Background: an optimization exercise with open tools, aiming at small area. Do not read the settings as production practice. Only simulation tests tie the RTL to the original design; equivalence was not proved. The flow treats the clock pin as an ideal source, which a real chip does not have. Power figures rest on the tool's default switching activity, not on a simulated workload.

// linear_probe_hash_table
module linear_probe_hash_table #(
    parameter int SLOTS     = lpht_pkg::SLOTS_DEF,
    parameter int KEY_BYTES = lpht_pkg::KEY_BYTES_DEF
) (
    input  logic                                            i_clk,
    input  logic                                            i_rst_n,
    input  logic                                            s_axis_tvalid,
    output logic                                            s_axis_tready,
    input  logic [lpht_pkg::KEY_W+lpht_pkg::VALUE_W-1:0]    s_axis_tdata,
    input  logic [lpht_pkg::OP_W-1:0]                       s_axis_tuser,
    output logic                                            m_axis_tvalid,
    input  logic                                            m_axis_tready,
    output logic [lpht_pkg::VALUE_W-1:0]                    m_axis_tdata,
    output logic [lpht_pkg::STATUS_W-1:0]                   m_axis_tuser,
    input  logic                                            i_cfg_we,
    input  logic [lpht_pkg::LEN_W-1:0]                      i_cfg_wdata
);
For scale: roughly 210 I/O pins, roughly 47000 µm² of cells after synthesis.
==> flow/config.mk <==
export PLATFORM = sky130hd
export DESIGN_NAME = linear_probe_hash_table
export DESIGN_NICKNAME = linear_probe_hash_table
export VERILOG_FILES = /design/flow/design.v
export SDC_FILE = /design/flow/constraint.sdc
export NUM_CORES = 4
export LEC_CHECK = 0
export CAP_MARGIN = 20
export CORE_MARGIN = 2
export CORE_UTILIZATION = 60
export PLACE_DENSITY = 0.75
export SLEW_MARGIN = 20
==> flow/constraint.sdc <==
create_clock -name core_clock -period 10.0 [get_ports {i_clk}]
set_input_delay 2.0000 -clock core_clock [delete_from_list [all_inputs] [get_ports {i_clk}]]
set_output_delay 2.0000 -clock core_clock [all_outputs]
set_load 0.01 [all_outputs]
standard.sh (not shown) runs the stock make flow with config.mk's settings and CLKGATE_MAP_FILE= SYNTH_SCRIPT=/design/flow/synth_recipe.tcl, a recipe that flattens the netlist after the stock synthesis.
==> flow/flow/run.sh <==
#!/bin/bash
set -o pipefail
export BUFFER_PORTS_ARGS="-buffer_cell sky130_fd_sc_hd__buf_1"
export CTS_ARGS="-sink_clustering_enable -repair_clock_nets -dont_use_dummy_load -buf_list sky130_fd_sc_hd__clkbuf_4 -sink_clustering_size 12 -sink_clustering_max_diameter 40 -sink_buffer_max_cap_derate 1.0"
export POST_CTS_TCL="$PWD/flow/fix_clk.tcl"
bash standard.sh > standard.log 2>&1
==> flow/flow/fix_clk.tcl <==
# Upsize the clock-tree buffers that drive a register clock pin with a slow slew,
# then legalise the placement again.
set fix_thr 0.117
estimate_parasitics -placement
set fix_insts {}
foreach pin [get_pins -hierarchical */CLK] {
  if {[get_property $pin slew_max] > $fix_thr} {
    foreach drv [get_pins -of_objects [get_nets -of_objects $pin] -filter "direction==output"] {
      lappend fix_insts [get_full_name [get_cells -of_objects $drv]]
    }
  }
}
set fix_next [dict create sky130_fd_sc_hd__clkbuf_1 sky130_fd_sc_hd__clkbuf_2 \
  sky130_fd_sc_hd__clkbuf_2 sky130_fd_sc_hd__clkbuf_4 sky130_fd_sc_hd__clkbuf_4 sky130_fd_sc_hd__clkbuf_8 \
  sky130_fd_sc_hd__clkbuf_8 sky130_fd_sc_hd__clkbuf_16]
set fix_n 0
foreach name [lsort -unique $fix_insts] {
  set cell [get_cells $name]
  set master [get_property [get_lib_cells -of_objects $cell] name]
  if {[dict exists $fix_next $master]} {
    replace_cell $cell [dict get $fix_next $master]
    incr fix_n
  }
}
puts "fix_clk: upsized $fix_n clock buffers"
if {$fix_n > 0} {
  detailed_placement
  check_placement -verbose
  estimate_parasitics -placement
}
set fix_mx 0
foreach pin [get_pins -hierarchical */CLK] {
  set s [get_property $pin slew_max]
  if {$s > $fix_mx} { set fix_mx $s }
}
puts "fix_clk: largest register clock pin slew $fix_mx"
Then changed:
--- a/flow/design.v
+++ b/flow/design.v
@@ -78,23 +78,23 @@
         S_WRITE = 3'd5,
         S_CAPT  = 3'd6,
         S_ACK   = 3'd7
     } t_state;
     t_state                    r_state;
     logic [IW-1:0]             r_pos;
+    logic [NW/2-1:0]           r_rwj;
     logic [NW-1:0]             r_rwo;
-    logic [3:0]                r_hj;
     logic [IW-1:0]             r_h;
     logic [IW-1:0]             r_widx;
     logic                      r_free_v;
     logic [LW-1:0]             r_tlen;
     logic                      r_out_valid;
     logic [1:0]                r_out_st;
     logic [OW-1:0]             r_out_val;
     logic                      r_wsel, r_keep, r_vsel, r_vkeep;
-    logic                      r_mis, r_used;
+    logic                      r_mis;
     logic [1:0]                op;
     logic [KW-1:0]             key;
     logic [VW-1:0]             val;
     logic [LW-1:0]             len_use;
     logic [WW-1:0]             cand [NW];
     logic [WW-1:0]             in_word;
@@ -136,45 +136,56 @@
         end
         in_word = '0;
         for (int w = 0; w < NW; w++) begin
             in_word = in_word | ({WW{r_rwo[w]}} & cand[w]);
         end
     end
+    always_comb begin
+        for (int k = 0; k < NW / 2; k++) begin
+            if (k == 0) begin
+                r_rwo[k] = !r_rwj[NW/2-1] && !r_rwj[0];
+                r_rwo[k + NW/2] = r_rwj[NW/2-1] && r_rwj[0];
+            end else begin
+                r_rwo[k] = r_rwj[k-1] && !r_rwj[k];
+                r_rwo[k + NW/2] = !r_rwj[k-1] && r_rwj[k];
+            end
+        end
+    end
     assign rw_last  = r_rwo[NW-1];
     assign slot_end = rw_last;
     assign dec      = r_rwo[KWD];
-    assign hstep = (|r_rwo[KWD-1:0]) && !((r_hj == 4'(WW - 1)) && r_rwo[KWD-1]);
-    assign hj5   = 3'(r_hj) * 3'(KWD);
+    assign hstep = (|r_rwo[KWD-1:0]) && !((r_pos == IW'(WW - 1)) && r_rwo[KWD-1]);
+    assign hj5   = 3'(r_pos) * 3'(KWD);
     always_comb begin
         first = 1'b0;
         for (int w = 0; w < KWD; w++) begin
             first = first | (r_rwo[w] && (hj5 == 3'((8 - w) % 8)));
         end
     end
-    assign kbit  = in_word[r_hj];
+    assign kbit  = in_word[r_pos];
     assign t_sum = first ? {r_h, kbit} : ({1'b0, r_h} + (IW + 1)'(kbit));
     assign t_red = (t_sum >= (IW + 1)'(len_use)) ? (t_sum - (IW + 1)'(len_use)) : t_sum;
     assign keymask  = r_rwo[KWD-1] ? {1'b0, {(WW - 1){1'b1}}} : '1;
-    assign is_used  = r_used;
-    assign is_match = r_used && !r_mis;
-    assign is_empty = !r_used && !hd_word[0];
+    assign is_used  = tl_word[WW-1];
+    assign is_match = is_used && !r_mis;
+    assign is_empty = !is_used && !hd_word[0];
     assign at_h      = (r_pos == r_h);
     assign probe     = dec && (((r_state == S_SEEK) && at_h) ||
                        ((r_state == S_PROBE) && !at_h && ((IW + 1)'(r_pos) < (IW + 1)'(len_use))));
     assign exhausted = dec && (r_state == S_PROBE) && at_h;
     assign wr_start  = (r_state == S_WRITE) && rw_last && ((r_pos + IW'(1)) == r_widx);
     assign s_axis_tready = (r_state == S_ACK);
     always_ff @(posedge i_clk) begin
         if (!i_rst_n) begin
             r_state     <= S_CLEAR;
             r_pos       <= '0;
-            r_rwo       <= NW'(1);
+            r_rwj       <= '0;
             r_tlen      <= lpht_pkg::TLEN_RESET;
             r_out_valid <= 1'b0;
         end else begin
-            r_rwo <= {r_rwo[NW-2:0], r_rwo[NW-1]};
+            r_rwj <= {r_rwj[NW/2-2:0], !r_rwj[NW/2-1]};
             if (rw_last) begin
                 r_pos <= r_pos + IW'(1);
             end
             if (i_cfg_we) begin
                 r_tlen <= i_cfg_wdata;
             end
@@ -188,19 +199,19 @@
                     end
                 end
                 S_IDLE: begin
                     if (s_axis_tvalid && !r_out_valid) begin
                         if (op == 2'd3) begin
                             r_state <= S_ACK;
-                        end else if (rw_last) begin
+                        end else if (rw_last && (r_pos == IW'(SLOTS - 1))) begin
                             r_state <= S_HASH;
                         end
                     end
                 end
                 S_HASH: begin
-                    if (rw_last && (r_hj == 4'(WW - 1))) begin
+                    if (rw_last && (r_pos == IW'(WW - 1))) begin
                         r_state <= S_SEEK;
                     end
                 end
                 S_SEEK, S_PROBE: begin
                     if (probe || exhausted) begin
                         r_state <= S_PROBE;
@@ -242,29 +253,22 @@
             endcase
         end
     end
     always_ff @(posedge i_clk) begin
         r_mis <= (r_rwo[0] ? 1'b0 : r_mis) ||
                  ((|r_rwo[KWD-1:0]) && (|((hd_word ^ in_word) & keymask)));
-        if (r_rwo[KWD-1]) begin
-            r_used <= hd_word[WW-1];
-        end
         case (r_state)
             S_IDLE: if (!r_out_valid) begin
-                r_hj      <= '0;
                 r_h       <= '0;
                 r_free_v  <= 1'b0;
                 r_out_st  <= lpht_pkg::ST_NOT_FOUND;
             end
             S_HASH: begin
                 if (hstep) begin
                     r_h <= t_red[IW-1:0];
                 end
-                if (rw_last) begin
-                    r_hj <= r_hj + 4'd1;
-                end
             end
             default: begin
             end
         endcase
         if (probe) begin
             if (!r_free_v && !is_used) begin
Effect: The changed run ran to the end with no violations; utilization is about the same; power rises by 0.63%; sequential power shrinks by about 0.5%; combinational power increases by about 10%; non-clock buffer count goes down by 4; routed wire length is higher by 4.9%; flip-flop and latch count decreases by 10.

-- afterwards: timing with drivers on the ports --
No port has a modelled driver above. Below, the same layouts with a new extraction and two added sets of constraints.
Step 1 (the two cells are an assumption about what drives the block):
set clk [get_ports {i_clk}]
set_driving_cell -lib_cell sky130_fd_sc_hd__clkbuf_16 $clk
set_driving_cell -lib_cell sky130_fd_sc_hd__buf_2 [delete_from_list [all_inputs] $clk]
Step 2 times the ports against the registers' clock, not the clock port: input delays grow and output delays shrink by t, the midpoint of the rising clock arrivals with the driver on.
Slacks: ideal ports / drivers / drivers and shift; pairs: ideal ports / drivers.
run	t (ns)	setup WS [ns]	hold slack, ns	worst setup path after step 2	clock arrival spread, ns
the first run	1.039	4.479 / 4.519 / 3.480	0.218 / 0.218 / 0.218	input to register	0.197 / 0.196
the second run	1.022	4.161 / 4.194 / 3.172	0.210 / 0.210 / 0.210	input to register	0.150 / 0.150
After both steps setup and hold are still met in every run listed. The setup slack of the first run, which loses most, moves by +0.040 ns with the drivers and by -0.999 ns with both steps.
